This design comes from an exercise in tuning for small area on the open sky130 flow, not from production work. Only simulation tests tie the RTL to the original design; equivalence was not proved. No activity file was given, so power comes from the tool's default toggle rates.

==> design/flow/design.v <==
`timescale 1ns/1ns
package wallace_mult_pkg;
  localparam logic [7:0] ADDR_OPERAND_A = 8'h00;
  localparam logic [7:0] ADDR_OPERAND_B = 8'h04;
  localparam logic [7:0] ADDR_CTRL      = 8'h08;
  localparam logic [7:0] ADDR_STATUS    = 8'h0C;
  localparam logic [7:0] ADDR_PRODUCT   = 8'h10;
endpackage
`timescale 1ns/1ns
`default_nettype none
module wallace_mult_apb (
  input  wire        clk,
  input  wire        rst_n,
  input  wire        psel,
  input  wire        penable,
  input  wire        pwrite,
  input  wire [7:0]  paddr,
  input  wire [31:0] pwdata,
  output wire [31:0] prdata,
  output wire        pready,
  output wire        pslverr
);
  logic [15:0] a_q, b_q;    
  logic        a_v, b_v;    
  logic [15:0] ac;          
  logic [31:0] p;           
  logic [3:0]  cnt;
  logic        busy, done;
  logic        zf;          
  wire base   = (paddr[7:5] == 3'b000) & (paddr[1:0] == 2'b00);
  wire sel_a  = base & (paddr[4:2] == 3'd0);
  wire sel_b  = base & (paddr[4:2] == 3'd1);
  wire sel_c  = base & (paddr[4:2] == 3'd2);
  wire sel_s  = base & (paddr[4:2] == 3'd3);
  wire sel_p  = base & (paddr[4:2] == 3'd4);
  wire mapped = base & (~paddr[4] | (paddr[3:2] == 2'b00));
  wire wr    = psel & penable & pwrite;
  wire start = wr & sel_c & pwdata[0] & ~busy;
  assign pready  = ~(busy & ~pwrite & sel_p);
  assign pslverr = ~mapped;
  wire rd_a = sel_a & a_v;
  wire rd_b = sel_b & b_v;
  wire rd_p = sel_p & done & ~zf;
  assign prdata[31:16] = {16{rd_p}} & p[31:16];
  assign prdata[15:2]  = ({14{rd_a}} & a_q[15:2]) | ({14{rd_b}} & b_q[15:2]) |
                         ({14{rd_p}} & p[15:2]);
  assign prdata[1:0]   = ({2{rd_a}} & a_q[1:0]) | ({2{rd_b}} & b_q[1:0]) |
                         ({2{rd_p}} & p[1:0]) | ({2{sel_s}} & {done, busy});
  wire [15:0] addend = ac & {16{p[0]}};
  wire [16:0] c;
  wire [15:0] s;
  assign c[0] = 1'b0;
  genvar i;
  generate
    for (i = 0; i < 16; i++) begin : g_add
      assign s[i]   = p[16+i] ^ addend[i] ^ c[i];
      assign c[i+1] = (p[16+i] & addend[i]) | (p[16+i] & c[i]) | (addend[i] & c[i]);
    end
  endgenerate
  always_ff @(posedge clk) begin
    if (wr & sel_a) a_q <= pwdata[15:0];
    if (wr & sel_b) b_q <= pwdata[15:0];
    if (start) ac <= a_q;
    if (start) p <= {16'h0000, b_q};
    else if (busy) p <= {c[16], s, p[15:1]};
    cnt <= start ? 4'd0 : cnt + 4'd1;
    if (start) zf <= ~(a_v & b_v);
  end
  always_ff @(posedge clk) begin
    if (!rst_n) begin
      a_v  <= 1'b0;
      b_v  <= 1'b0;
      busy <= 1'b0;
      done <= 1'b0;
    end else begin
      if (wr & sel_a) a_v <= 1'b1;
      if (wr & sel_b) b_v <= 1'b1;
      if (start) begin
        busy <= 1'b1;
        done <= 1'b0;
      end else if (busy & (cnt == 4'd15)) begin
        busy <= 1'b0;
        done <= 1'b1;
      end
    end
  end
endmodule
`default_nettype wire
==> design/flow/run.sh <==
#!/bin/bash
# synth_recipe.tcl (not shown) runs the flow's synth.tcl, then flattens the netlist and writes it again
# the make line also repeats each setting of config.mk as NAME=value (left out here)
make -C /OpenROAD-flow-scripts/flow DESIGN_CONFIG=/design/flow/config.mk WORK_HOME=/design/flow/orfs CLKGATE_MAP_FILE= SYNTH_SCRIPT=/design/flow/synth_recipe.tcl finish
==> design/flow/config.mk <==
export PLATFORM = sky130hd
export DESIGN_NAME = wallace_mult_apb
export DESIGN_NICKNAME = wallace_mult_apb
export VERILOG_FILES = /design/flow/design.v
export SDC_FILE = /design/flow/constraint.sdc
export NUM_CORES = 4
export LEC_CHECK = 0
export CAP_MARGIN = 20
export CORE_MARGIN = 2
export CORE_UTILIZATION = 40
export SLEW_MARGIN = 20
==> design/flow/constraint.sdc <==
create_clock -name core_clock -period 5.0 [get_ports {clk}]
set_input_delay 1.0000 -clock core_clock [delete_from_list [all_inputs] [get_ports {clk}]]
set_output_delay 1.0000 -clock core_clock [all_outputs]
set_load 0.01 [all_outputs]
==> flow_metrics.tcl, run 1 <==
set metrics [dict create \
    grt_max_degree 22 \
    crit_fanout 3 \
    cts_tree "done" \
    finalCritPeriodShare 1.22 \
    cts_root_buffer "clkbuf_8" \
    hpwl_um 5820 \
    synth_area_leader_cell "edfxtp_1" \
    die_area_um2 11200 \
    crit_chain "and2_1 > ha_2 > fa_2 > inv_2 > fa_2 > inv_2 > fa_2 > fa_2 > fa_2 > fa_2 > fa_2 > fa_2 > fa_2 > fa_2 > fa_2 > fa_2 > fa_2 > fa_2 > inv_2 > fa_1 > o22ai_1" \
    cts_buffer_depth 2 \
    cp.depth 21 \
    arrival_ns 6.40 \
    critical_path.max_stage_delay_ns 0.40 \
    post_drt_wl_per_cell_um 16.4 \
    irDropWorstVdd_mv 0.141 \
    place_congestion 0.786 \
    final_area_um2 5190 \
    grt-ovfl-total 0 \
    cp_slowest_cell "edfxtp_1" \
    worstMarginPinSlew_ns 0.836 \
    yosysMostFrequentCell "edfxtp_1" \
    fmax_ghz 0.163 \
    die_h_um 106 \
    ys_warn_count 1 \
    ctsHoldBuffers 0 \
    synth_area_leaders "edfxtp_1 47%, dfxtp_1 12%, fa_1 7.3%" \
    path_common_cell "fa_2" \
    drt-pass1-iter-count 4 \
    finalSetupViolations 5 \
    ant_nets 0 \
    switchingPower_w 0.000299 \
    track_usage 0.159 \
    wl_um 8570 \
    finalWorstSetupSlack_ns -1.12 \
    place_ws_ns -1.12 \
    htree_levels 3 \
    startpoint_type "flop" \
    row_count 37 \
    worst-path-buf-inv 3 \
    synth_seq_cells 89 \
    coreArea_um2 10200 \
    drv_cap 0 \
    placed_cell_area_um2 4960 \
    r2r_slack_ns -1.12 \
    path_class "flop to flop" \
    antenna_found_initial 0 \
    cts_buffers 9 \
    synth_edf_count 65 \
    yosysUniqueCellTypes 43 \
    crit-reg2reg-launch "p[0]$_DFFE_PP_" \
    async_flop_share 0 \
    portBuffers 62 \
    cts.sinks 89 \
    min_period_ns 6.12 \
    status "failed layout checks" \
    synth_top_area_frac 0.473 \
    initial_core_util 0.405 \
    drt_iter0_drc 161 \
    p_clk_frac 0.380 \
    dieWidth_um 106 \
    internal_power_w 0.00112 \
    pwr-share-comb 0.049 \
    clk_pin_slew_ns 0.09 \
    syn_area_per_cell_um2 12.9 \
    setup.worst_path.end "p[30]$_SDFFE_PP0P_" \
    synthesis.nets 381 \
    fill_cells 912 \
    slew_headroom 0.439 \
    via_count 2680 \
    netlist_area_um2 4130 \
    p_leak_nw 1.79 \
    synthCells 319 \
    fin_skew_ns 0.0119 \
    min_path_type "flop to flop" \
    hold_viol_final 0 \
    check-failures "negative setup slack" \
    via_per_inst 5.12 \
    p_per_area_nw_per_um2 274 \
    critPathCaptureType "flop" \
    ios 79 \
    r2r_cells 21 \
    regToRegEndpoint "p[30]$_SDFFE_PP0P_" \
    slew_violations 0 \
    cp.required_ns 5.28 \
    clk_latency_ns 0.35 \
    areaGrowthSynthToFinish_pct 25.6 \
    ys_seq_area_frac 0.589 \
    grt_first_pass_wirelength_um 13900 \
    startpoint "p[0]$_DFFE_PP_" \
    n_antenna_cell 0 \
    grt_setup_unrepaired "true" \
    ys_top_cells_by_count "65 x edfxtp_1, 33 x nand2_1, 24 x dfxtp_1, 19 x nand3_1, 17 x a21oi_1" \
    grt_pass1_vias 2738 \
    drive_above_1_share 0.186 \
    p_sw_frac 0.211 \
    route.detailed.drc 0 \
    seqPwrFrac 0.572 \
    critical_path.top_delay_family "adder cells" \
    synth_ff_type "edfxtp_1" \
    fin_nets 444 \
]
layout make-up:
class	count	area (um2)	share of cell area
Tap cell	136	170	0.0328
Multi-Input combinational cell	199	1620	0.313
Timing Repair Buffer	74	711	0.137
Sequential cell	89	2430	0.469
Inverter	9	33.8	0.00651
Clock inverter	7	93.8	0.0181
Clock buffer	9	124	0.0239
cell families (layout without fill, tap and decap cells):
group                    count (synthesis)  count (layout)  share of synthesized area
multiplexers                            16              16                     0.0573
AO/OA/AOI/OAI                           55              55                     0.0821
flip-flops                              89              89                      0.589
buffers and inverters                   31              99                     0.0361
adder cells (fa/ha/maj)                 17              17                     0.0788
XOR/XNOR                                 2               2                    0.00424
AND/OR/NAND/NOR                        109             109                      0.152
worst reg2reg max path: stages, from the launching register on:
cell	delay, ns
edfxtp_1	0.40
and2_1	0.16
ha_2	0.17
fa_2	0.33
inv_2	0.06
fa_2	0.18
inv_2	0.04
fa_2	0.33
fa_2	0.35
fa_2	0.35
fa_2	0.35
fa_2	0.35
fa_2	0.35
fa_2	0.35
fa_2	0.34
fa_2	0.35
fa_2	0.35
fa_2	0.34
fa_2	0.34
inv_2	0.06
fa_1	0.40
o22ai_1	0.14
layout by cell type, fill, tap and decap left out, types with 9 or more instances in the layout:
| cell type | count |
|---|---|
| clkbuf_8 | 9 |
| fa_2 | 14 |
| o21ai_0 | 9 |
| dfxtp_1 | 24 |
| and2_1 | 15 |
| edfxtp_1 | 65 |
| nand2_1 | 33 |
| a22oi_1 | 14 |
| mux2_4 | 15 |
| nand3_1 | 19 |
| buf_4 | 12 |
| clkdlybuf4s50_1 | 62 |
| and3_1 | 16 |
| a21oi_1 | 17 |
metal layers:
metal | vias up | global-route usage | share of wire
li1 | 1292 | - | -
met1 | 1304 | 0.217 | 0.47
met2 | 77 | 0.254 | 0.47
met3 | 7 | 0.0396 | 0.048
met4 | 0 | 0.0451 | 0.0079
met5 | - | 0 | 0
sequential cells by signal, summed over array words and instances, names as in the netlist:
register,count
done,1
zf,1
b_q,16
cnt,4
p,32
b_v,1
busy,1
a_q,16
a_v,1
ac,16
worst min path at each step:
stage | from | to | slack [ns] | depth (start not counted)
floorplan | a_q[1]$_DFFE_PP_ | ac[1]$_DFFE_PP_ | 0.42 | 0
global placement | cnt[0]$_SDFF_PP0_ | cnt[0]$_SDFF_PP0_ | 0.43 | 1
detailed placement | a_q[13]$_DFFE_PP_ | ac[13]$_DFFE_PP_ | 0.44 | 0
CTS | cnt[0]$_SDFF_PP0_ | cnt[0]$_SDFF_PP0_ | 0.46 | 1
global route | cnt[0]$_SDFF_PP0_ | cnt[0]$_SDFF_PP0_ | 0.48 | 1
finish | cnt[0]$_SDFF_PP0_ | cnt[0]$_SDFF_PP0_ | 0.46 | 1
power groups by stage:
stage	Sequential [W]	Clock (W)	Combinational, W
after floorplan	0.000826	0	0.0000349
after global placement	0.000828	0	0.0000661
after detailed placement	0.000830	0	0.0000682
after CTS	0.000812	0.000553	0.0000690
after global routing	0.000815	0.000579	0.0000779
final	0.000812	0.000540	0.0000690
stage by stage:
step | util | setup TNS (ns) | hold slack (ns) | instances | total power, W
2_1_floorplan | - | -3.04 | 0.417 | 319 | 0.000861
3_3_place_gp | 0.487 | -3.28 | 0.428 | 506 | 0.000894
3_5_place_dp | 0.487 | -3.49 | 0.442 | 506 | 0.000898
4_1_cts | 0.509 | -3.56 | 0.461 | 523 | 0.00143
5_1_grt | 0.509 | -4.48 | 0.476 | 523 | 0.00147
6_report | 0.509 | -3.51 | 0.456 | 523 | 0.00142
timing repair:
action	CTS	global route
gates resized for setup	1	0
setup buffers	1	0
endpoints found under the setup margin	5	5
gates cloned	0	0
==> inputs of run 2 (changes only) <==
--- a/design/flow/design.v
+++ b/design/flow/design.v
@@ -23,7 +23,9 @@
   logic [15:0] a_q, b_q;    
   logic        a_v, b_v;    
-  logic [15:0] ac;          
-  logic [31:0] p;           
-  logic [3:0]  cnt;
+  logic [7:0]  ax, ay;      
+  logic [7:0]  x, y;        
+  logic [15:0] pl;          
+  logic        bq;          
+  logic [4:0]  cnt;         
   logic        busy, done;
   logic        zf;          
@@ -39,4 +41,5 @@
   assign pready  = ~(busy & ~pwrite & sel_p);
   assign pslverr = ~mapped;
+  wire [31:0] p = {y, x, pl};
   wire rd_a = sel_a & a_v;
   wire rd_b = sel_b & b_v;
@@ -47,13 +50,15 @@
   assign prdata[1:0]   = ({2{rd_a}} & a_q[1:0]) | ({2{rd_b}} & b_q[1:0]) |
                          ({2{rd_p}} & p[1:0]) | ({2{sel_s}} & {done, busy});
-  wire [15:0] addend = ac & {16{p[0]}};
-  wire [16:0] c;
-  wire [15:0] s;
-  assign c[0] = 1'b0;
+  wire       ph  = cnt[0];
+  wire       b   = ph ? bq : pl[0];
+  wire [7:0] addend = ax & {8{b}};
+  wire [8:0] c;
+  wire [7:0] u;
+  assign c[0] = ph & y[7];
   genvar i;
   generate
-    for (i = 0; i < 16; i++) begin : g_add
-      assign s[i]   = p[16+i] ^ addend[i] ^ c[i];
-      assign c[i+1] = (p[16+i] & addend[i]) | (p[16+i] & c[i]) | (addend[i] & c[i]);
+    for (i = 0; i < 8; i++) begin : g_add
+      assign u[i]   = x[i] ^ addend[i] ^ c[i];
+      assign c[i+1] = (x[i] & addend[i]) | (x[i] & c[i]) | (addend[i] & c[i]);
     end
   endgenerate
@@ -61,8 +66,17 @@
     if (wr & sel_a) a_q <= pwdata[15:0];
     if (wr & sel_b) b_q <= pwdata[15:0];
-    if (start) ac <= a_q;
-    if (start) p <= {16'h0000, b_q};
-    else if (busy) p <= {c[16], s, p[15:1]};
-    cnt <= start ? 4'd0 : cnt + 4'd1;
+    ax <= start ? a_q[7:0]  : ay;
+    ay <= start ? a_q[15:8] : ax;
+    if (start) begin
+      x <= 8'h00;
+      y <= 8'h00;
+    end else if (busy) begin
+      x <= {ph ? u[0] : y[7], y[6:0]};
+      y <= {c[8], u[7:1]};
+    end
+    if (start) pl <= b_q;
+    else if (busy & ~ph) pl <= {u[0], pl[15:1]};
+    bq  <= pl[0];
+    cnt <= start ? 5'd0 : cnt + 5'd1;
     if (start) zf <= ~(a_v & b_v);
   end
@@ -79,5 +93,5 @@
         busy <= 1'b1;
         done <= 1'b0;
-      end else if (busy & (cnt == 4'd15)) begin
+      end else if (busy & (cnt == 5'd31)) begin
         busy <= 1'b0;
         done <= 1'b1;
--- a/design/flow/config.mk
+++ b/design/flow/config.mk
@@ -6,4 +6,5 @@
 export NUM_CORES = 4
 export LEC_CHECK = 0
+export ABC_AREA = 1
 export CAP_MARGIN = 20
 export CORE_MARGIN = 2
==> flow_metrics.tcl, run 2 <==
set metrics [dict create \
    worstMarginPinSlew_ns 0.947 \
    slew_violations 0 \
    status "complete, no violations" \
    reg_top3 "a_q: 16 flops, b_q: 16 flops, pl: 16 flops" \
    synthCells 456 \
    clk_pin_slew_ns 0.09 \
    route.detailed.drc 0 \
    htree_levels 3 \
    arrival_ns 4.78 \
    post_drt_wl_per_cell_um 13.8 \
    initial_core_util 0.416 \
    track_usage 0.172 \
    cts_buffers 9 \
    portBuffers 62 \
    cts_root_buffer "clkbuf_8" \
    ys_warn_count 1 \
    cts_resized 0 \
    ys_seq_area_frac 0.567 \
    areaGrowthSynthToFinish_pct 21.5 \
    antenna_found_initial 0 \
    p_leak_nw 2.07 \
    layout_commonest_cell "nand2_1" \
    synthesis.nets 511 \
    startpoint_type "flop" \
    grt_max_degree 54 \
    synth_top_area_frac 0.361 \
    min_period_ns 4.47 \
    row_count 36 \
    ys_top_cells_by_count "139 x nand2_1, 63 x nor2_1, 49 x edfxtp_1, 43 x inv_1, 42 x dfxtp_1" \
    critPathCaptureType "flop" \
    ctsHoldBuffers 0 \
    slew_headroom 0.368 \
    fmax_ghz 0.224 \
    p_per_area_nw_per_um2 279 \
    fin_nets 568 \
    die_h_um 105 \
    drt-pass1-iter-count 5 \
    finalSetupViolations 0 \
    via_count 3099 \
    dieWidth_um 105 \
    place_congestion 0.812 \
    drv_cap 0 \
    cts_tree "done" \
    yosysUniqueCellTypes 30 \
    cp.required_ns 5.31 \
    finalCritPeriodShare 0.894 \
    synth_area_leaders "edfxtp_1 36%, dfxtp_1 21%, nand2_1 13%" \
    drive_above_1_share 0.0792 \
    grt_setup_unrepaired "false" \
    hpwl_um 5980 \
    clk_latency_ns 0.36 \
    grt_first_pass_wirelength_um 15000 \
    ios 79 \
    fill_cells 980 \
    syn_area_per_cell_um2 8.95 \
    yosysMostFrequentCell "nand2_1" \
    coreArea_um2 9820 \
    path_class "flop to flop" \
    async_flop_share 0 \
    grt_pass1_vias 3109 \
    cts_buffer_depth 2 \
    wl_um 9000 \
    place_ws_ns 0.550 \
    synth_area_leader_cell "edfxtp_1" \
    fin_skew_ns 0.00914 \
    drt_iter0_drc 117 \
    crit_fanout 9 \
    netlist_area_um2 4080 \
    n_antenna_cell 0 \
    ant_nets 0 \
    via_per_inst 4.76 \
    finalWorstSetupSlack_ns 0.529 \
    setup-tns-final_ns 0 \
    hold_viol_final 0 \
    final_cell_mix "139 x nand2_1, 63 x nor2_1, 62 x clkdlybuf4s50_1" \
    min_path_type "flop to flop" \
    cts.sinks 91 \
    grt-ovfl-total 0 \
    irDropWorstVdd_mv 0.174 \
    synth_seq_cells 91 \
    synth_edf_count 49 \
    cts_setup_buffers 0 \
    die_area_um2 11000 \
    synth_ff_type "edfxtp_1" \
]
## run 2: changes by cell type in the layout (fill, tap and decap cells not counted), sizes merged, moves of 18 or more
| cell | delta |
|---|---|
| inv | +40 |
| nand2 | +109 |
| dfxtp | +18 |
| nand4 | +22 |
| nor2 | +65 |
## run 2: power breakdown
group	internal [W]	switching (W)	total, W
Sequential	0.000805	0.0000127	0.000818
Combinational	0.0000394	0.0000328	0.0000722
Clock	0.000229	0.000265	0.000494
## run 2: kinds of logic (layout without fill, tap and decap cells)
| family | Yosys count | in the layout | synth area share |
|---|---|---|---|
| compound gates | 24 | 24 | 0.0310 |
| xor+xnor | 2 | 2 | 0.00429 |
| fa+ha+maj | 10 | 10 | 0.0454 |
| buf+inv | 70 | 132 | 0.0806 |
| flops | 91 | 91 | 0.567 |
| simple gates | 259 | 259 | 0.272 |
## run 2: per-stage QoR
| stage | std cells | power [W] | utilization | cell area (um2) | hold slack, ns |
|---|---|---|---|---|---|
| global placement | 635 | 0.000904 | 0.485 | 4770 | 0.392 |
| detailed placement | 635 | 0.000908 | 0.485 | 4770 | 0.388 |
| CTS | 651 | 0.00139 | 0.505 | 4960 | 0.410 |
| finish | 651 | 0.00138 | 0.505 | 4960 | 0.407 |
| floorplan | 456 | 0.000872 | - | 4080 | 0.371 |
| global route | 651 | 0.00144 | 0.505 | 4960 | 0.437 |
## run 2: routing by layer
metal  routed length [um]  track usage  vias up
li1                     -            -     1571
met1                 4140        0.221     1455
met2                 4410        0.290       68
met3                  403       0.0312        5
met4                   51       0.0657        0
met5                    0            0        -
## run 2: worst max-delay path, stage by stage, from the launching register on
cell and delay [ns]:
dfxtp_1 0.52, nand2_1 0.09, o21ai_1 0.08, buf_4 0.17, nor2_1 0.07, fa_1 0.42, fa_1 0.40, fa_1 0.40
fa_1 0.40, fa_1 0.40, fa_1 0.39, fa_1 0.37, inv_1 0.08, fa_1 0.41, nor2_1 0.11, o21a_1 0.11
## run 2: final timing paths
kind | startpoint | end | slack [ns] | cells after the start
max | cnt[0]$_SDFF_PP0_ | y[6]$_SDFFE_PP0P_ | 0.53 | 15
min | pl[0]$_DFFE_PP_ | bq$_DFF_P_ | 0.41 | 0
max reg2reg | cnt[0]$_SDFF_PP0_ | y[6]$_SDFFE_PP0P_ | 0.53 | 15
min reg2reg | pl[0]$_DFFE_PP_ | bq$_DFF_P_ | 0.41 | 0
## run 2: cell type report
type / count / area [um2] / area share
Clock inverter: 7 / 68.8 / 0.0139
Sequential cell: 91 / 2310 / 0.466
Multi-Input combinational cell: 295 / 1440 / 0.291
Timing Repair Buffer: 67 / 658 / 0.133
Clock buffer: 9 / 124 / 0.0250
Tap cell: 133 / 166 / 0.0336
Inverter: 49 / 186 / 0.0376
==> inputs of run 3 (changes only) <==
==> design/flow/flow/run.sh (new file) <==
#!/bin/bash
# Standard ORFS layout, with the port buffers as the smallest buffer cell.
set -euo pipefail
export BUFFER_PORTS_ARGS="-buffer_cell sky130_fd_sc_hd__buf_1"
bash standard.sh finish > make_finish.log 2>&1
==> design/flow/standard.sh (new file) <==
#!/bin/bash
# synth_recipe.tcl (not shown) runs the flow's synth.tcl, then flattens the netlist and writes it again
# the make line also repeats each setting of config.mk as NAME=value (left out here)
make -C /OpenROAD-flow-scripts/flow DESIGN_CONFIG=/design/flow/config.mk WORK_HOME=/design/flow/orfs CLKGATE_MAP_FILE= SYNTH_SCRIPT=/design/flow/synth_recipe.tcl "${@:-finish}"
removed: design/flow/run.sh
==> flow_metrics.tcl, run 3 <==
set metrics [dict create \
    async_flop_share 0 \
    netlist_area_um2 4080 \
    ios 79 \
    grt-ovfl-total 0 \
    clk_pin_slew_ns 0.09 \
    critPathCaptureType "flop" \
    status "complete, no violations" \
    fin_nets 566 \
    place_ws_ns 0.576 \
    ctsHoldBuffers 0 \
    dr_wl_met3_um 399 \
    drive_above_1_share 0.0717 \
    cts_root_buffer "clkbuf_8" \
    ys_seq_area_frac 0.567 \
    finalCritPeriodShare 0.888 \
    route.detailed.drc 0 \
    grt_first_pass_wirelength_um 14700 \
    track_usage 0.170 \
    placed_cell_area_um2 4360 \
    wl_um 8970 \
    setup-tns-final_ns 0 \
    worstMarginPinSlew_ns 0.995 \
    via_per_inst 4.80 \
    path_class "flop to flop" \
    yosysUniqueCellTypes 30 \
    cts_tree "done" \
    portBuffers 62 \
    place_congestion 0.800 \
    syn_area_per_cell_um2 8.95 \
    finalWorstSetupSlack_ns 0.559 \
    synth_top_area_frac 0.361 \
    yosysMostFrequentCell "nand2_1" \
    p_leak_nw 1.89 \
    via_count 3116 \
    finalSetupViolations 0 \
    drt_iter0_drc 142 \
    die_area_um2 11000 \
    clk_latency_ns 0.36 \
    synth_edf_count 49 \
    grt_setup_unrepaired "false" \
    final_area_um2 4540 \
    synthCells 456 \
    dieWidth_um 105 \
    final_cell_mix "139 x nand2_1, 63 x nor2_1, 62 x buf_1" \
    slew_headroom 0.336 \
    layout_commonest_cell "nand2_1" \
    die_h_um 105 \
    drv_cap 0 \
    cts.sinks 91 \
    n_antenna_cell 0 \
    areaGrowthSynthToFinish_pct 11.2 \
    crit_fanout 9 \
    cts_setup_buffers 0 \
    startpoint_type "flop" \
    ys_top_cells_by_count "139 x nand2_1, 63 x nor2_1, 49 x edfxtp_1, 43 x inv_1, 42 x dfxtp_1" \
    grt_pass1_vias 3054 \
    reg_top3 "a_q: 16 flops, b_q: 16 flops, pl: 16 flops" \
    htree_levels 3 \
    fin_util 0.462 \
    antenna_found_initial 0 \
    post_drt_wl_per_cell_um 13.8 \
    ant_nets 0 \
    cts_resized 0 \
    irDropWorstVdd_mv 0.173 \
    fmax_ghz 0.225 \
    synth_ff_type "edfxtp_1" \
    fin_skew_ns 0.0136 \
    ys_warn_count 1 \
    grt_max_degree 54 \
    p_per_area_nw_per_um2 293 \
    m1WireLength_um 4210 \
    drt-pass1-iter-count 4 \
    initial_core_util 0.416 \
    coreArea_um2 9820 \
    cts_buffers 9 \
    min_period_ns 4.44 \
    hpwl_um 5940 \
    top_layer_used "met4" \
    arrival_ns 4.75 \
    route.met2.wl_um 4300 \
    synth_area_leaders "edfxtp_1 36%, dfxtp_1 21%, nand2_1 13%" \
    synth_seq_cells 91 \
    min_path_type "flop to flop" \
    cts_buffer_depth 2 \
    synth_area_leader_cell "edfxtp_1" \
    row_count 36 \
    hold_viol_final 0 \
    cp.required_ns 5.31 \
    synthesis.nets 511 \
    slew_violations 0 \
]
## run 3: cell count changes in the layout (fill, tap and decap cells not counted), moves of 2 or more
cell	delta
clkinv_1	+2
clkdlybuf4s50_1	-62
buf_4	-2
buf_1	+62
clkinv_2	-3
## run 3: cell families after synthesis
group | synth area share
buffers and inverters | 0.0806
and+or+nand+nor | 0.272
adders and majority gates | 0.0454
DFF | 0.567
xor gates and xnor gates | 0.00429
AOI/OAI and AO/OA | 0.0310
## run 3: path summary, 6_finish.rpt
path / startpoint / end / slack, ns / cells after the start
min: pl[0]$_DFFE_PP_ / bq$_DFF_P_ / 0.41 / 0
min reg2reg: pl[0]$_DFFE_PP_ / bq$_DFF_P_ / 0.41 / 0
max: cnt[0]$_SDFF_PP0_ / y[6]$_SDFFE_PP0P_ / 0.56 / 15
max reg2reg: cnt[0]$_SDFF_PP0_ / y[6]$_SDFFE_PP0P_ / 0.56 / 15
## run 3: layout make-up
| cell class | instances | area [um2] |
|---|---|---|
| Fill cell | 1018 | 5280 |
| Sequential cell | 91 | 2310 |
| Multi-Input combinational cell | 295 | 1440 |
| Timing Repair Buffer | 65 | 255 |
| Inverter | 49 | 186 |
| Tap cell | 133 | 166 |
| Clock buffer | 9 | 124 |
| Clock inverter | 7 | 51.3 |
## run 3: worst max-delay path, stage by stage, from the launching register on
cell and delay (ns):
dfxtp_1 0.50, nand2_1 0.08, o21ai_1 0.08, buf_4 0.17, nor2_1 0.07, fa_1 0.40
fa_1 0.41, fa_1 0.39, fa_1 0.40, fa_1 0.40, fa_1 0.40, fa_1 0.37
inv_1 0.07, fa_1 0.41, nor2_1 0.13, o21a_1 0.11
## run 3: where the power goes
| group | internal (W) | leakage [nW] | switching [W] |
|---|---|---|---|
| registers | 0.000805 | 0.784 | 0.0000137 |
| logic | 0.0000249 | 1.03 | 0.0000334 |
| clock network | 0.000183 | 0.0828 | 0.000270 |
## run 3: per-layer routing
| layer | up-vias | global-route usage |
|---|---|---|
| li1 | 1569 | - |
| met1 | 1464 | 0.216 |
| met2 | 76 | 0.293 |
| met3 | 7 | 0.0424 |
| met4 | 0 | 0.0343 |
| met5 | - | 0 |
## run 3: stage by stage
stage                     cells  hold slack, ns  total power (W)
after floorplan             456           0.371         0.000872
after global placement      633           0.382         0.000889
after detailed placement    633           0.386         0.000895
after CTS                   649           0.414          0.00134
after global routing        649           0.422          0.00139
final                       649           0.412          0.00133
==> inputs of run 4 (changes only) <==
==> design/flow/run.sh (new file) <==
#!/bin/bash
# synth_recipe.tcl (not shown) runs the flow's synth.tcl, then flattens the netlist and writes it again
# the make line also repeats each setting of config.mk as NAME=value (left out here)
make -C /OpenROAD-flow-scripts/flow DESIGN_CONFIG=/design/flow/config.mk WORK_HOME=/design/flow/orfs CLKGATE_MAP_FILE= SYNTH_SCRIPT=/design/flow/synth_recipe.tcl finish
--- a/design/flow/config.mk
+++ b/design/flow/config.mk
@@ -6,5 +6,4 @@
 export NUM_CORES = 4
 export LEC_CHECK = 0
-export ABC_AREA = 1
 export CAP_MARGIN = 20
 export CORE_MARGIN = 2
removed: design/flow/flow/run.sh
removed: design/flow/standard.sh
==> flow_metrics.tcl, run 4 <==
set metrics [dict create \
    hold_viol_final 0 \
    grt_max_degree 44 \
    ys_warn_count 1 \
    ys_seq_area_frac 0.552 \
    clk_pin_slew_ns 0.09 \
    synth_area_leaders "edfxtp_1 35%, dfxtp_1 20%, mux2_2 4.6%" \
    fin_skew_ns 0.00966 \
    synth_edf_count 49 \
    yosysUniqueCellTypes 42 \
    dp.cells 522 \
    cp.required_ns 5.27 \
    irDropWorstVdd_mv 0.151 \
    via_per_inst 5.09 \
    drive_above_1_share 0.132 \
    route.met2.wl_um 4400 \
    drt-pass1-iter-count 4 \
    portBuffers 62 \
    synth_ff_type "edfxtp_1" \
    grt_first_pass_wirelength_um 14600 \
    cts.sinks 91 \
    startpoint_type "flop" \
    synthesis.nets 391 \
    finalPower_w 0.00138 \
    antenna_found_initial 0 \
    dieWidth_um 106 \
    yosysMostFrequentCell "edfxtp_1" \
    synth_seq_cells 91 \
    ant_nets 0 \
    cts_resized 0 \
    layout_commonest_cell "clkdlybuf4s50_1" \
    dr_wl_met3_um 321 \
    min_period_ns 4.37 \
    multi_input_area_um2 1770 \
    final_cell_mix "62 x clkdlybuf4s50_1, 49 x edfxtp_1, 41 x dfxtp_1" \
    cts_root_buffer "clkbuf_8" \
    min_path_type "flop to flop" \
    async_flop_share 0 \
    whs_ns 0.433 \
    ios 79 \
    regToRegEndpoint "y[6]$_SDFFE_PP0P_" \
    m1WireLength_um 4380 \
    crit-reg2reg-launch "cnt[0]$_SDFF_PP0_" \
    cts_buffers 9 \
    critPathCaptureType "flop" \
    hold_depth 1 \
    areaGrowthSynthToFinish_pct 23.3 \
    crit_fanout 7 \
    arrival_ns 4.64 \
    setup-tns-final_ns 0 \
    synthCells 336 \
    worstHoldEndpoint "ax[4]$_DFF_P_" \
    place_congestion 0.722 \
    p_leak_nw 1.86 \
    regArea_um2 2310 \
    hpwl_um 6250 \
    syn_area_per_cell_um2 12.5 \
    ys_top_cells_by_count "49 x edfxtp_1, 42 x dfxtp_1, 20 x nor2_1" \
    cts_setup_buffers 0 \
    cts_buffer_depth 2 \
    n_antenna_cell 0 \
    die_h_um 106 \
    grt_pass1_vias 2794 \
    status "complete, no violations" \
    r2r_cells 12 \
    synth_top_area_frac 0.351 \
    initial_core_util 0.410 \
    drt_iter0_drc 93 \
    top_layer_used "met4" \
    slew_violations 0 \
    fin_nets 452 \
    stdcell_count 538 \
    grt_setup_unrepaired "false" \
    ctsHoldBuffers 0 \
    clk_latency_ns 0.36 \
    cts_tree "done" \
    final_area_um2 5170 \
    reg_top3 "a_q: 16 flops, b_q: 16 flops, pl: 16 flops" \
    wl_um 9350 \
    fmax_ghz 0.229 \
    grt-ovfl-total 0 \
    worstMarginPinSlew_ns 0.751 \
    r2r_slack_ns 0.63 \
    drv_cap 0 \
    htree_levels 3 \
    synth_area_leader_cell "edfxtp_1" \
    via_count 2736 \
    netlist_area_um2 4190 \
    slew_headroom 0.499 \
    fill_cells 920 \
    die_area_um2 11300 \
    route.detailed.drc 0 \
    row_count 37 \
    post_drt_wl_per_cell_um 17.4 \
    min_from "ay[4]$_DFF_P_" \
    placed_cell_area_um2 4960 \
    coreArea_um2 10200 \
    track_usage 0.171 \
    path_class "flop to flop" \
    p_per_area_nw_per_um2 267 \
    finalSetupViolations 0 \
    finalCritPeriodShare 0.874 \
]
[run 4: cell types whose count changed after synthesis, sizes merged, moves of 15 or more]
cell   delta
and2     +17
mux2     +32
nor2     -49
mux2i    +15
nand2   -125
and4b    +16
nand4    -23
inv      -45
and3b    +16
nand3    -19
[run 4: cells by family after synthesis]
| family | share of synthesized area |
|---|---|
| buffers and inverters | 0.0310 |
| DFF | 0.552 |
| xor gates and xnor gates | 0.00418 |
| and+or+nand+nor | 0.190 |
| adders and majority gates | 0.0442 |
| muxes | 0.122 |
| AOI/OAI and AO/OA | 0.0573 |
[run 4: cell type report]
class                      count  share of cell area
clock buffer                  12              0.0341
clock inverter                 4             0.00581
inverter                       4             0.00290
multi-input combinational    219               0.342
sequential                    91               0.448
tap                          136              0.0329
timing repair buffer          72               0.135
[run 4: critical path: stages (launching register included)]
cell      delay [ns]
dfxtp_1         0.47
mux2i_1         0.27
nor2b_1         0.09
fa_1            0.43
fa_1            0.40
fa_1            0.40
fa_1            0.40
fa_1            0.40
fa_1            0.38
fa_1            0.37
inv_1           0.07
fa_1            0.40
a211oi_1        0.22
[run 4: power by group]
group	internal [W]	switching [W]
Sequential	0.000802	0.0000107
Combinational	0.0000381	0.0000263
Clock	0.000240	0.000262
Total	0.00108	0.000299
[run 4: layer usage]
layer  vias to the layer above  track usage
met2                        44        0.272
met5                         -            0
met1                      1343        0.225
met3                        13       0.0343
li1                       1336            -
met4                         0       0.0808
[run 4: per-stage QoR]
stage | setup WS (ns) | util
after floorplan | 0.503 | -
after global placement | 0.625 | 0.485
after detailed placement | 0.620 | 0.485
after CTS | 0.598 | 0.505
after global routing | 0.342 | 0.505
final | 0.629 | 0.505
[run 4: how the worst max path moves through the flow]
stage / from / endpoint / cells after the start
after floorplan: cnt[0]$_SDFF_PP0_ / y[6]$_SDFFE_PP0P_ / 13
after global placement: paddr[3] / prdata[23] / 6
after detailed placement: paddr[3] / prdata[31] / 6
after CTS: cnt[0]$_SDFF_PP0_ / y[6]$_SDFFE_PP0P_ / 12
after global routing: cnt[0]$_SDFF_PP0_ / y[6]$_SDFFE_PP0P_ / 12
final: cnt[0]$_SDFF_PP0_ / y[6]$_SDFFE_PP0P_ / 12
==> inputs of run 5 (changes only) <==
==> design/flow/flow/run.sh (new file) <==
#!/bin/bash
# Own flow: the standard layout (standard.sh) with two changes:
#  - synthesis is the standard synthesis script, except that ABC maps the
#    logic with flow/abc_area.script (area-oriented) instead of ORFS's script;
#    registers, their names and cells are untouched (mapped before ABC runs)
#  - the port buffers are the smallest buffer cell (buf_1)
# Each step's full output goes to a log of its own here; ORFS's logs stay
# under orfs/logs.
set -euo pipefail
W=$PWD
export BUFFER_PORTS_ARGS="-buffer_cell sky130_fd_sc_hd__buf_1"

{
  echo 'proc abc {args} {'
  echo '  set i [lsearch -exact $args -script]'
  echo "  if {\$i >= 0} { lset args [expr {\$i + 1}] {$W/flow/abc_area.script} }"
  echo '  yosys abc {*}$args'
  echo '}'
  echo "source {$W/synth_recipe.tcl}"
} > "$W/own_synth.tcl"
sed -e "s#SYNTH_SCRIPT=[^ ]*#SYNTH_SCRIPT=$W/own_synth.tcl#" standard.sh > own_synth.sh
grep -q "SYNTH_SCRIPT=$W/own_synth.tcl" own_synth.sh

bash own_synth.sh synth > synth.log 2>&1
bash standard.sh finish > layout.log 2>&1
==> design/flow/flow/abc_area.script (new file) <==
strash
&get -n
&deepsyn -J 20
&put
strash
&get -n
&dch -f
&nf -R 1000
&put
==> design/flow/standard.sh (new file) <==
#!/bin/bash
# synth_recipe.tcl (not shown) runs the flow's synth.tcl, then flattens the netlist and writes it again
# the make line also repeats each setting of config.mk as NAME=value (left out here)
make -C /OpenROAD-flow-scripts/flow DESIGN_CONFIG=/design/flow/config.mk WORK_HOME=/design/flow/orfs CLKGATE_MAP_FILE= SYNTH_SCRIPT=/design/flow/synth_recipe.tcl "${@:-finish}"
removed: design/flow/run.sh
==> flow_metrics.tcl, run 5 <==
set metrics [dict create \
    status "complete, no violations" \
    hold_viol_final 0 \
    dieWidth_um 99.1 \
    p_per_area_nw_per_um2 332 \
    slew_headroom 0.541 \
    synthCells 321 \
    async_flop_share 0 \
    cts_setup_buffers 0 \
    muxShareOfSynthArea 0.00277 \
    synth_xor_area_frac 0.00242 \
    finalSetupViolations 0 \
    post_drt_wl_per_cell_um 14.4 \
    drv_cap 0 \
    die_h_um 99.1 \
    ys_seq_area_frac 0.639 \
    synth_adder_area_share 0.0512 \
    route.detailed.drc 0 \
    drt-pass1-iter-count 7 \
    worstMarginPinSlew_ns 0.689 \
    antenna_found_initial 0 \
    ctsHoldBuffers 0 \
    fmax_ghz 0.231 \
    whs_ns 0.424 \
    min_path_type "flop to flop" \
    cts_buffers 9 \
    cts_tree "done" \
    synthesis.nets 376 \
    finalCritPeriodShare 0.865 \
    synth_top_area_frac 0.406 \
    portBuffers 62 \
    layout_commonest_cell "nand2_1" \
    netlist_area_um2 3620 \
    place_ws_ns 0.685 \
    cts_buffer_depth 2 \
    row_count 34 \
    coreArea_um2 8760 \
    synth_top_family_by_area "simple AND/OR/NAND/NOR gates" \
    place_congestion 0.694 \
    grt_setup_unrepaired "false" \
    grt_max_degree 36 \
    cts.sinks 91 \
    clk_pin_slew_ns 0.09 \
    min_period_ns 4.32 \
    synth_edf_count 49 \
    htree_levels 3 \
    n_antenna_cell 0 \
    synth_ff_type "edfxtp_1" \
    hpwl_um 4900 \
    die_area_um2 9830 \
    synth_area_leader_cell "edfxtp_1" \
    final_cell_mix "110 x nand2_1, 62 x buf_1, 49 x edfxtp_1" \
    drive_above_1_share 0.0663 \
    critPathCaptureType "flop" \
    cp.required_ns 5.27 \
    yosysMostFrequentCell "nand2_1" \
    ys_warn_count 1 \
    grt_pass1_vias 2488 \
    cts_root_buffer "clkbuf_8" \
    initial_core_util 0.413 \
    irDropWorstVdd_mv 0.189 \
    synth_area_leaders "edfxtp_1 41%, dfxtp_1 23%, nand2_1 11%" \
    cts_resized 0 \
    synth_seq_cells 91 \
    syn_area_per_cell_um2 11.3 \
    path_class "flop to flop" \
    slew_violations 0 \
    finalWorstSetupSlack_ns 0.675 \
    yosysUniqueCellTypes 24 \
    ys_top_cells_by_count "110 x nand2_1, 49 x edfxtp_1, 42 x dfxtp_1, 20 x and2_0, 18 x clkinv_1" \
    ant_nets 0 \
    wl_um 7430 \
    track_usage 0.158 \
    synth-simple-area-share 0.195 \
    fin_nets 457 \
    drt_iter0_drc 213 \
    reg_top3 "a_q: 16 flops, b_q: 16 flops, pl: 16 flops" \
    grt-ovfl-total 0 \
    fin_util 0.491 \
    synth-compound-area-share 0.0916 \
    areaGrowthSynthToFinish_pct 19.0 \
    setup-tns-final_ns 0 \
    fin_skew_ns 0.0113 \
    via_count 2609 \
    grt_first_pass_wirelength_um 12200 \
    startpoint_type "flop" \
    arrival_ns 4.60 \
    via_per_inst 5.07 \
    clk_latency_ns 0.35 \
    p_leak_nw 1.65 \
    crit_fanout 8 \
    ios 79 \
]
==> run 5: changes by cell type after synthesis, sizes merged, moves of 16 or more <==
| cell | change |
|---|---|
| and3b | -16 |
| clkinv | +18 |
| and4b | -16 |
| a21oi | -16 |
| a222oi | +16 |
| nand2 | +93 |
| mux2 | -32 |
==> run 5: where the power goes <==
group	leakage, nW	total, W	switching [W]	internal, W
Combinational	0.758	0.0000300	0.0000148	0.0000151
Sequential	0.779	0.000811	0.0000115	0.000800
Clock	0.113	0.000590	0.000256	0.000334
Total	1.65	0.00143	0.000283	0.00115
==> run 5: kinds of logic after synthesis <==
| group | count (synthesis) |
|---|---|
| xor gates and xnor gates | 1 |
| buffers and inverters | 18 |
| and+or+nand+nor | 161 |
| muxes | 1 |
| DFF | 91 |
| AOI/OAI and AO/OA | 39 |
| adders and majority gates | 10 |
==> run 5: through the flow <==
stage          std cells  cell area [um2]  total power (W)
5_1_grt              515             4310          0.00148
6_report             515             4310          0.00143
4_1_cts              515             4300          0.00144
3_5_place_dp         499             4060         0.000857
2_1_floorplan        321             3620         0.000840
3_3_place_gp         499             4060         0.000854
==> run 5: worst paths after layout <==
path / from / depth (start not counted) / to / slack, ns
max: cnt[0]$_SDFF_PP0_ / 13 / y[6]$_SDFFE_PP0P_ / 0.68
max reg2reg: cnt[0]$_SDFF_PP0_ / 13 / y[6]$_SDFFE_PP0P_ / 0.68
min: ay[0]$_DFF_P_ / 2 / ax[0]$_DFF_P_ / 0.42
min reg2reg: ay[0]$_DFF_P_ / 2 / ax[0]$_DFF_P_ / 0.42
==> run 5: area by class of cell <==
cell class | instances | area [um2]
sequential | 91 | 2310
tap | 108 | 135
timing repair buffer | 70 | 293
fill | 813 | 4460
clock buffer | 10 | 128
clock inverter | 6 | 114
multi-input combinational | 212 | 1260
inverter | 18 | 67.6
==> run 5: worst max-delay path, stage by stage (launching register included) <==
cell and delay, ns:
dfxtp_1 0.46, mux2i_1 0.21, buf_4 0.17, nor2b_1 0.06, fa_1 0.42, fa_1 0.39, fa_1 0.40, fa_1 0.40
fa_1 0.39, fa_1 0.39, fa_1 0.37, clkinv_1 0.06, fa_1 0.39, o21ai_0 0.13
==> run 5: metal layers <==
layer / GRT usage / share of wire / up-vias
li1: - / - / 1284
met4: 0.0537 / 0.0079 / 0
met5: 0 / 0 / -
met3: 0.0309 / 0.058 / 5
met2: 0.241 / 0.46 / 84
met1: 0.229 / 0.47 / 1236
==> inputs of run 6 (changes only) <==
--- a/design/flow/flow/run.sh
+++ b/design/flow/flow/run.sh
@@ -10,4 +10,5 @@
 W=$PWD
 export BUFFER_PORTS_ARGS="-buffer_cell sky130_fd_sc_hd__buf_1"
+export CTS_ARGS="-sink_clustering_enable -repair_clock_nets -dont_use_dummy_load -buf_list {sky130_fd_sc_hd__clkbuf_4 sky130_fd_sc_hd__clkbuf_8}"
 
 {
==> flow_metrics.tcl, run 6 <==
set metrics [dict create \
    hold_depth 2 \
    cts_setup_buffers 0 \
    setup-tns-final_ns 0 \
    n_antenna_cell 0 \
    startpoint_type "flop" \
    slew_violations 0 \
    synth_ff_type "edfxtp_1" \
    cts_tree "done" \
    fmax_ghz 0.231 \
    reg_top3 "a_q: 16 flops, b_q: 16 flops, pl: 16 flops" \
    antenna_found_initial 0 \
    row_count 34 \
    fin_util 0.478 \
    place_congestion 0.694 \
    layout_commonest_cell "nand2_1" \
    regArea_um2 2310 \
    crit-reg2reg-launch "cnt[0]$_SDFF_PP0_" \
    synth-simple-area-share 0.195 \
    clk_pin_slew_ns 0.07 \
    critPathCaptureType "flop" \
    htree_levels 3 \
    grt_max_degree 36 \
    synth_top_family_by_area "simple AND/OR/NAND/NOR gates" \
    drt_iter0_drc 215 \
    arrival_ns 4.59 \
    p_sw_frac 0.200 \
    path_class "flop to flop" \
    yosysUniqueCellTypes 24 \
    final_cell_mix "110 x nand2_1, 62 x buf_1, 49 x edfxtp_1" \
    ant_nets 0 \
    status "complete, no violations" \
    regToRegEndpoint "y[6]$_SDFFE_PP0P_" \
    min_period_ns 4.33 \
    finalWorstSetupSlack_ns 0.674 \
    hold_viol_final 0 \
    grt_pass1_vias 2465 \
    ys_warn_count 1 \
    grt_first_pass_wirelength_um 12100 \
    switchingPower_w 0.000244 \
    syn_area_per_cell_um2 11.3 \
    finalCritPeriodShare 0.865 \
    place_ws_ns 0.685 \
    cts_buffers 9 \
    min_path_type "flop to flop" \
    synth_top_area_frac 0.406 \
    ctsHoldBuffers 0 \
    synth_adder_area_share 0.0512 \
    die_h_um 99.1 \
    route.detailed.drc 0 \
    stdcell_count 508 \
    cts_buffer_depth 2 \
    coreArea_um2 8760 \
    synth_area_leader_cell "edfxtp_1" \
    grt_setup_unrepaired "false" \
    irDropWorstVdd_mv 0.136 \
    netlist_area_um2 3620 \
    synth-compound-area-share 0.0916 \
    post_drt_wl_per_cell_um 14.4 \
    drive_above_1_share 0.0525 \
    synth_xor_area_frac 0.00242 \
    p_per_area_nw_per_um2 291 \
    initial_core_util 0.413 \
    clk_latency_ns 0.35 \
    worstHoldEndpoint "ax[6]$_DFF_P_" \
    ys_seq_area_frac 0.639 \
    cp.required_ns 5.26 \
    die_area_um2 9830 \
    drt-pass1-iter-count 6 \
    yosysMostFrequentCell "nand2_1" \
    finalPower_w 0.00122 \
    internal_power_w 0.000977 \
    fin_skew_ns 0.0229 \
    dp.cells 499 \
    synth_area_leaders "edfxtp_1 41%, dfxtp_1 23%, nand2_1 11%" \
    drv_cap 0 \
    synthesis.nets 376 \
    cts.sinks 91 \
    muxShareOfSynthArea 0.00277 \
    wl_um 7340 \
    ios 79 \
    ys_top_cells_by_count "110 x nand2_1, 49 x edfxtp_1, 42 x dfxtp_1, 20 x and2_0, 18 x clkinv_1" \
    r2r_slack_ns 0.67 \
    seqPwrFrac 0.664 \
    synth_seq_cells 91 \
    hpwl_um 4900 \
    worstMarginPinSlew_ns 0.700 \
    grt-ovfl-total 0 \
    min_from "ay[6]$_DFF_P_" \
    r2r_cells 13 \
    slew_headroom 0.533 \
    via_count 2574 \
    async_flop_share 0 \
    via_per_inst 5.07 \
    track_usage 0.157 \
    crit_fanout 8 \
    pwr-share-comb 0.025 \
    p_leak_nw 1.60 \
    p_clk_frac 0.312 \
    areaGrowthSynthToFinish_pct 15.7 \
    cts_resized 0 \
    synth_edf_count 49 \
    finalSetupViolations 0 \
    dieWidth_um 99.1 \
    multi_input_area_um2 1260 \
    fin_nets 457 \
    cts_root_buffer "clkbuf_8" \
    synthCells 321 \
    fill_cells 833 \
    portBuffers 62 \
]
==> run 6: changes by cell type in the layout (fill, tap and decap cells not counted) <==
cell | before | now
bufinv_16 | 3 | 0
clkinvlp_4 | 2 | 0
clkbuf_1 | 1 | 0
inv_6 | 1 | 0
==> run 6: cells by family (layout without fill, tap and decap cells) <==
kind of cell,Yosys count,after routing
and+or+nand+nor,161,161
adders and majority gates,10,10
DFF,91,91
buffers and inverters,18,97
AOI/OAI and AO/OA,39,39
muxes,1,1
xor gates and xnor gates,1,1
==> run 6: routing by layer <==
layer / wire length, um / track usage / vias up / share of wire
li1: - / - / 1274 / -
met2: 3350 / 0.241 / 83 / 0.46
met1: 3510 / 0.225 / 1208 / 0.48
met4: 91 / 0.0537 / 0 / 0.012
met3: 391 / 0.0323 / 9 / 0.053
met5: 0 / 0 / - / 0
==> run 6: final cells by class <==
cell class | instances | area share
Tap cell | 108 | 0.0323
Inverter | 18 | 0.0161
Clock buffer | 9 | 0.0296
Timing Repair Buffer | 70 | 0.0699
Multi-Input combinational cell | 212 | 0.300
Sequential cell | 91 | 0.552
==> run 6: worst max-delay path: stages, from the launching register on <==
cell and delay, ns:
dfxtp_1 0.46, mux2i_1 0.21, buf_4 0.17, nor2b_1 0.06, fa_1 0.42, fa_1 0.39
fa_1 0.40, fa_1 0.40, fa_1 0.39, fa_1 0.39, fa_1 0.37, clkinv_1 0.06
fa_1 0.39, o21ai_0 0.13
==> run 6: worst max path at each step <==
| stage | from | endpoint | slack, ns | cells past startpoint |
|---|---|---|---|---|
| finish | cnt[0]$_SDFF_PP0_ | y[6]$_SDFFE_PP0P_ | 0.67 | 13 |
| global route | cnt[0]$_SDFF_PP0_ | y[6]$_SDFFE_PP0P_ | 0.41 | 13 |
| CTS | cnt[0]$_SDFF_PP0_ | y[6]$_SDFFE_PP0P_ | 0.65 | 13 |
| detailed placement | cnt[0]$_SDFF_PP0_ | y[6]$_SDFFE_PP0P_ | 0.68 | 13 |
| global placement | cnt[0]$_SDFF_PP0_ | y[6]$_SDFFE_PP0P_ | 0.72 | 13 |
| floorplan | paddr[7] | prdata[0] | 0.57 | 7 |
==> run 6: per-stage QoR <==
step | cell area, um2 | hold WS (ns)
floorplan | 3620 | 0.370
global placement | 4060 | 0.384
detailed placement | 4060 | 0.400
CTS | 4190 | 0.412
global route | 4190 | 0.444
finish | 4190 | 0.414
==> run 6: power by group through the flow <==
stage | Sequential (W) | Combinational, W | Clock, W
after floorplan | 0.000824 | 0.0000160 | 0
after CTS | 0.000810 | 0.0000303 | 0.000388
after global placement | 0.000826 | 0.0000279 | 0
after global routing | 0.000812 | 0.0000341 | 0.000418
final | 0.000810 | 0.0000300 | 0.000380
after detailed placement | 0.000827 | 0.0000302 | 0
==> inputs of run 7 (changes only) <==
--- a/design/flow/config.mk
+++ b/design/flow/config.mk
@@ -6,6 +6,6 @@
 export NUM_CORES = 4
 export LEC_CHECK = 0
-export CAP_MARGIN = 20
+export CAP_MARGIN = 0
 export CORE_MARGIN = 2
 export CORE_UTILIZATION = 40
-export SLEW_MARGIN = 20
+export SLEW_MARGIN = 0
==> flow_metrics.tcl, run 7 <==
set metrics [dict create \
    status "complete, no violations" \
    cts_buffer_depth 2 \
    slew_violations 0 \
    cts_tree "done" \
    ctsHoldBuffers 0 \
    dp.cells 499 \
    clk_latency_ns 0.34 \
    m1WireLength_um 3510 \
    reg_top3 "a_q: 16 flops, b_q: 16 flops, pl: 16 flops" \
    grt_pass1_vias 2465 \
    ys_seq_area_frac 0.639 \
    min_path_type "flop to flop" \
    p_per_area_nw_per_um2 291 \
    grt-ovfl-total 0 \
    die_area_um2 9830 \
    final_cell_mix "110 x nand2_1, 62 x buf_1, 49 x edfxtp_1" \
    route.met2.wl_um 3310 \
    htree_levels 3 \
    finalSetupViolations 0 \
    cts.sinks 91 \
    cts_resized 0 \
    critPathCaptureType "flop" \
    fin_nets 457 \
    finalCritPeriodShare 0.865 \
    grt_max_degree 36 \
    drt_iter0_drc 213 \
    coreArea_um2 8760 \
    cp.required_ns 5.26 \
    r2r_cells 13 \
    slew_headroom 0.295 \
    hold_viol_final 0 \
    synth_area_leaders "edfxtp_1 41%, dfxtp_1 23%, nand2_1 11%" \
    stdcell_count 508 \
    n_antenna_cell 0 \
    top_layer_used "met4" \
    ant_nets 0 \
    die_h_um 99.1 \
    placed_cell_area_um2 4060 \
    cts_buffers 9 \
    cts_root_buffer "clkbuf_8" \
    place_congestion 0.694 \
    initial_core_util 0.413 \
    fin_skew_ns 0.0222 \
    grt_setup_unrepaired "false" \
    ys_top_cells_by_count "110 x nand2_1, 49 x edfxtp_1, 42 x dfxtp_1, 20 x and2_0, 18 x clkinv_1" \
    cts_setup_buffers 0 \
    synth_area_leader_cell "edfxtp_1" \
    async_flop_share 0 \
    grt_first_pass_wirelength_um 12100 \
    drt-pass1-iter-count 5 \
    r2r_slack_ns 0.68 \
    synthCells 321 \
    final_area_um2 4190 \
    drv_cap 0 \
    finalWorstSetupSlack_ns 0.675 \
    antenna_found_initial 0 \
    dr_wl_met3_um 385 \
    yosysUniqueCellTypes 24 \
    via_per_inst 5.04 \
    path_class "flop to flop" \
    track_usage 0.157 \
    portBuffers 62 \
    arrival_ns 4.59 \
    startpoint_type "flop" \
    areaGrowthSynthToFinish_pct 15.7 \
    min_period_ns 4.32 \
    route.detailed.drc 0 \
    synth_edf_count 49 \
    layout_commonest_cell "nand2_1" \
    via_count 2562 \
    ys_warn_count 1 \
    wl_um 7290 \
    dieWidth_um 99.1 \
    crit_fanout 8 \
    netlist_area_um2 3620 \
    whs_ns 0.414 \
    post_drt_wl_per_cell_um 14.4 \
    place_ws_ns 0.685 \
    synth_top_area_frac 0.406 \
    hpwl_um 4900 \
    setup-tns-final_ns 0 \
    drive_above_1_share 0.0500 \
    synth_seq_cells 91 \
    irDropWorstVdd_mv 0.136 \
    clk_pin_slew_ns 0.07 \
    hold_depth 2 \
    fmax_ghz 0.231 \
    syn_area_per_cell_um2 11.3 \
    synthesis.nets 376 \
    yosysMostFrequentCell "nand2_1" \
    worstMarginPinSlew_ns 1.05 \
    row_count 34 \
    ios 79 \
    synth_ff_type "edfxtp_1" \
    p_leak_nw 1.60 \
]
-- run 7: cell types whose count changed in the layout (fill, tap and decap cells not counted) --
cell    change
nor2_1      +1
nor2_2      -1
-- run 7: stage by stage --
step | power, W | utilization
after floorplan | 0.000840 | -
after global placement | 0.000854 | 0.464
after detailed placement | 0.000857 | 0.464
after CTS | 0.00123 | 0.478
after global routing | 0.00126 | 0.478
final | 0.00122 | 0.478
-- run 7: report_power, final --
| part | internal (W) | leakage, nW | total [W] | switching [W] |
|---|---|---|---|---|
| logic | 0.0000152 | 0.757 | 0.0000299 | 0.0000147 |
| registers | 0.000800 | 0.779 | 0.000810 | 0.0000100 |
| clock network | 0.000162 | 0.0647 | 0.000379 | 0.000218 |
| total | 0.000977 | 1.60 | 0.00122 | 0.000243 |
-- run 7: routing by layer --
metal  vias to the layer above  global-route usage
met3                         9              0.0323
li1                       1277                   -
met1                      1196               0.225
met4                         0              0.0537
met2                        80               0.241
met5                         -                   0
-- run 7: worst max-delay path: stages, from the launching register on --
cell	delay (ns)
dfxtp_1	0.46
mux2i_1	0.21
buf_4	0.17
nor2b_1	0.06
fa_1	0.42
fa_1	0.39
fa_1	0.40
fa_1	0.40
fa_1	0.39
fa_1	0.39
fa_1	0.37
clkinv_1	0.06
fa_1	0.39
o21ai_0	0.13
-- run 7: worst paths after layout --
check / start / endpoint
setup / recovery: cnt[0]$_SDFF_PP0_ / y[6]$_SDFFE_PP0P_
hold / removal: ay[6]$_DFF_P_ / ax[6]$_DFF_P_
setup reg to reg: cnt[0]$_SDFF_PP0_ / y[6]$_SDFFE_PP0P_
hold reg to reg: ay[6]$_DFF_P_ / ax[6]$_DFF_P_
-- run 7: layout make-up --
type | instances | area [um2]
Clock buffer | 9 | 124
Timing Repair Buffer | 70 | 293
Sequential cell | 91 | 2310
Multi-Input combinational cell | 212 | 1250
Fill cell | 832 | 4580
Tap cell | 108 | 135
Inverter | 18 | 67.6
-- run 7: logic make-up after synthesis --
logic type	after synthesis	share of synthesized area
multiplexers	1	0.00277
XOR/XNOR	1	0.00242
AND/OR/NAND/NOR	161	0.195
AO/OA/AOI/OAI	39	0.0916
adder cells (fa/ha/maj)	10	0.0512
flip-flops	91	0.639
buffers and inverters	18	0.0187
==> inputs of run 8 (changes only) <==
--- a/design/flow/flow/run.sh
+++ b/design/flow/flow/run.sh
@@ -10,5 +10,5 @@
 W=$PWD
 export BUFFER_PORTS_ARGS="-buffer_cell sky130_fd_sc_hd__buf_1"
-export CTS_ARGS="-sink_clustering_enable -repair_clock_nets -dont_use_dummy_load -buf_list {sky130_fd_sc_hd__clkbuf_4 sky130_fd_sc_hd__clkbuf_8}"
+export CTS_ARGS="-sink_clustering_enable -repair_clock_nets -dont_use_dummy_load -root_buf sky130_fd_sc_hd__clkbuf_8 -sink_clustering_size 12 -buf_list {sky130_fd_sc_hd__clkbuf_4}"
 
 {
--- a/design/flow/config.mk
+++ b/design/flow/config.mk
@@ -6,6 +6,6 @@
 export NUM_CORES = 4
 export LEC_CHECK = 0
-export CAP_MARGIN = 0
+export CAP_MARGIN = 20
 export CORE_MARGIN = 2
 export CORE_UTILIZATION = 40
-export SLEW_MARGIN = 0
+export SLEW_MARGIN = 20
==> flow_metrics.tcl, run 8 <==
set metrics [dict create \
    drive_above_1_share 0.0525 \
    seqPwrFrac 0.664 \
    arrival_ns 4.59 \
    p_clk_frac 0.312 \
    slew_headroom 0.533 \
    top_layer_used "met4" \
    cts.sinks 91 \
    netlist_area_um2 3620 \
    grt_pass1_vias 2465 \
    drt_iter0_drc 215 \
    finalPower_w 0.00122 \
    cts_buffers 9 \
    reg_top3 "a_q: 16 flops, b_q: 16 flops, pl: 16 flops" \
    fin_util 0.478 \
    ctsHoldBuffers 0 \
    dieWidth_um 99.1 \
    ios 79 \
    min_period_ns 4.33 \
    portBuffers 62 \
    cts_setup_buffers 0 \
    min_path_type "flop to flop" \
    antenna_found_initial 0 \
    clk_latency_ns 0.35 \
    grt_first_pass_wirelength_um 12100 \
    initial_core_util 0.413 \
    areaGrowthSynthToFinish_pct 15.7 \
    row_count 34 \
    track_usage 0.157 \
    placed_cell_area_um2 4060 \
    status "complete, no violations" \
    layout_commonest_cell "nand2_1" \
    ant_nets 0 \
    setup-tns-final_ns 0 \
    async_flop_share 0 \
    critPathCaptureType "flop" \
    pwr-share-comb 0.025 \
    n_antenna_cell 0 \
    hold_depth 2 \
    wl_um 7340 \
    cp_slowest_cell "dfxtp_1" \
    worstMarginPinSlew_ns 0.700 \
    fmax_ghz 0.231 \
    yosysMostFrequentCell "nand2_1" \
    fin_nets 457 \
    final_area_um2 4190 \
    yosysUniqueCellTypes 24 \
    crit_fanout 8 \
    switchingPower_w 0.000244 \
    p_per_area_nw_per_um2 291 \
    drv_cap 0 \
    die_h_um 99.1 \
    irDropWorstVdd_mv 0.136 \
    synthCells 321 \
    worst-path-buf-inv 2 \
    r2r_cells 13 \
    internal_power_w 0.000977 \
    synthesis.nets 376 \
    p_sw_frac 0.200 \
    cp.depth 13 \
    cp.required_ns 5.26 \
    synth_edf_count 49 \
    crit_chain "mux2i_1 > buf_4 > nor2b_1 > fa_1 > fa_1 > fa_1 > fa_1 > fa_1 > fa_1 > fa_1 > clkinv_1 > fa_1 > o21ai_0" \
    synth_seq_cells 91 \
    via_count 2574 \
    ys_warn_count 1 \
    path_common_cell "fa_1" \
    htree_levels 3 \
    m1WireLength_um 3510 \
    cts_resized 0 \
    fin_skew_ns 0.0229 \
    fill_cells 833 \
    ys_seq_area_frac 0.639 \
    place_congestion 0.694 \
    hpwl_um 4900 \
    drt-pass1-iter-count 6 \
    p_leak_nw 1.60 \
    slew_violations 0 \
    finalSetupViolations 0 \
    final_cell_mix "110 x nand2_1, 62 x buf_1, 49 x edfxtp_1" \
    die_area_um2 9830 \
    via_per_inst 5.07 \
    route.met2.wl_um 3350 \
    grt-ovfl-total 0 \
    post_drt_wl_per_cell_um 14.4 \
    hold_viol_final 0 \
    synth_area_leader_cell "edfxtp_1" \
    synth_ff_type "edfxtp_1" \
    grt_setup_unrepaired "false" \
    syn_area_per_cell_um2 11.3 \
    route.detailed.drc 0 \
    synth_area_leaders "edfxtp_1 41%, dfxtp_1 23%, nand2_1 11%" \
    ys_top_cells_by_count "110 x nand2_1, 49 x edfxtp_1, 42 x dfxtp_1, 20 x and2_0, 18 x clkinv_1" \
    critical_path.max_stage_delay_ns 0.46 \
    grt_max_degree 36 \
    cts_buffer_depth 2 \
    path_class "flop to flop" \
    coreArea_um2 8760 \
    startpoint_type "flop" \
    dr_wl_met3_um 391 \
    finalCritPeriodShare 0.865 \
    cts_root_buffer "clkbuf_8" \
    clk_pin_slew_ns 0.07 \
    cts_tree "done" \
    critical_path.top_delay_family "adder cells" \
    synth_top_area_frac 0.406 \
]
run 8: layout make-up:
class | instances | area, um2 | area share
Inverter | 18 | 67.6 | 0.0161
Clock buffer | 9 | 124 | 0.0296
Sequential cell | 91 | 2310 | 0.552
Multi-Input combinational cell | 212 | 1260 | 0.300
Tap cell | 108 | 135 | 0.0323
Timing Repair Buffer | 70 | 293 | 0.0699
run 8: path summary, 6_finish.rpt:
check	end	from	slack [ns]
setup / recovery	y[6]$_SDFFE_PP0P_	cnt[0]$_SDFF_PP0_	0.67
hold / removal	ax[6]$_DFF_P_	ay[6]$_DFF_P_	0.41
setup reg to reg	y[6]$_SDFFE_PP0P_	cnt[0]$_SDFF_PP0_	0.67
hold reg to reg	ax[6]$_DFF_P_	ay[6]$_DFF_P_	0.41
run 8: power groups by stage:
stage	clock network (W)	logic, W	registers, W
after floorplan	0	0.0000160	0.000824
after global placement	0	0.0000279	0.000826
after detailed placement	0	0.0000302	0.000827
after CTS	0.000388	0.0000303	0.000810
after global routing	0.000418	0.0000341	0.000812
final	0.000380	0.0000300	0.000810
run 8: logic make-up after synthesis:
logic type / share of synthesized area
AO/OA/AOI/OAI: 0.0916
XOR/XNOR: 0.00242
adder cells (fa/ha/maj): 0.0512
buffers and inverters: 0.0187
flip-flops: 0.639
multiplexers: 0.00277
AND/OR/NAND/NOR: 0.195
run 8: tightest hold or removal path, stage by stage, from the launching register on:
cell     delay [ns]
dfxtp_1        0.30
nand2_1        0.05
nand2_1        0.04
run 8: layer usage:
layer  GRT usage  up-vias
li1            -     1274
met3      0.0323        9
met5           0        -
met1       0.225     1208
met4      0.0537        0
met2       0.241       83
run 8: through the flow:
| step | setup slack, ns | hold WS (ns) | std cells |
|---|---|---|---|
| 5_1_grt | 0.405 | 0.444 | 508 |
| 3_5_place_dp | 0.685 | 0.400 | 499 |
| 6_report | 0.674 | 0.414 | 508 |
| 4_1_cts | 0.653 | 0.412 | 508 |
| 2_1_floorplan | 0.574 | 0.370 | 321 |
| 3_3_place_gp | 0.718 | 0.384 | 499 |

[afterwards: timing with drivers on the ports]
The results above use ideal ports. As a check the final layouts listed here were re-extracted and re-timed, cells and wires unchanged.
Step 1 (the two cells are an assumption about what drives the block):
set clk [get_ports {clk}]
set_driving_cell -lib_cell sky130_fd_sc_hd__clkbuf_16 $clk
set_driving_cell -lib_cell sky130_fd_sc_hd__buf_2 [delete_from_list [all_inputs] $clk]
Step 2 times the ports against the registers' clock, not the clock port: input delays grow and output delays shrink by t, the midpoint of the rising clock arrivals with the driver on.
Slacks: no drivers / after step 1 / after step 2; pairs: no drivers / after step 1.
run	t, ns	slack for setup (ns)	pins driven straight from the clock port
run 1	0.378	-1.124 / -1.124 / -1.124	1
run 2	0.386	0.529 / 0.529 / 0.529	1
run 3	0.387	0.559 / 0.559 / 0.559	1
run 4	0.385	0.629 / 0.611 / 0.611	1
run 5	0.374	0.675 / 0.675 / 0.675	1
run 6	0.364	0.674 / 0.674 / 0.674	1
run 7	0.364	0.675 / 0.675 / 0.675	1
run 8	0.364	0.674 / 0.674 / 0.674	1
For run 4, which loses most, drivers alone change the setup slack by -0.018 ns; drivers and shift together by -0.018 ns.
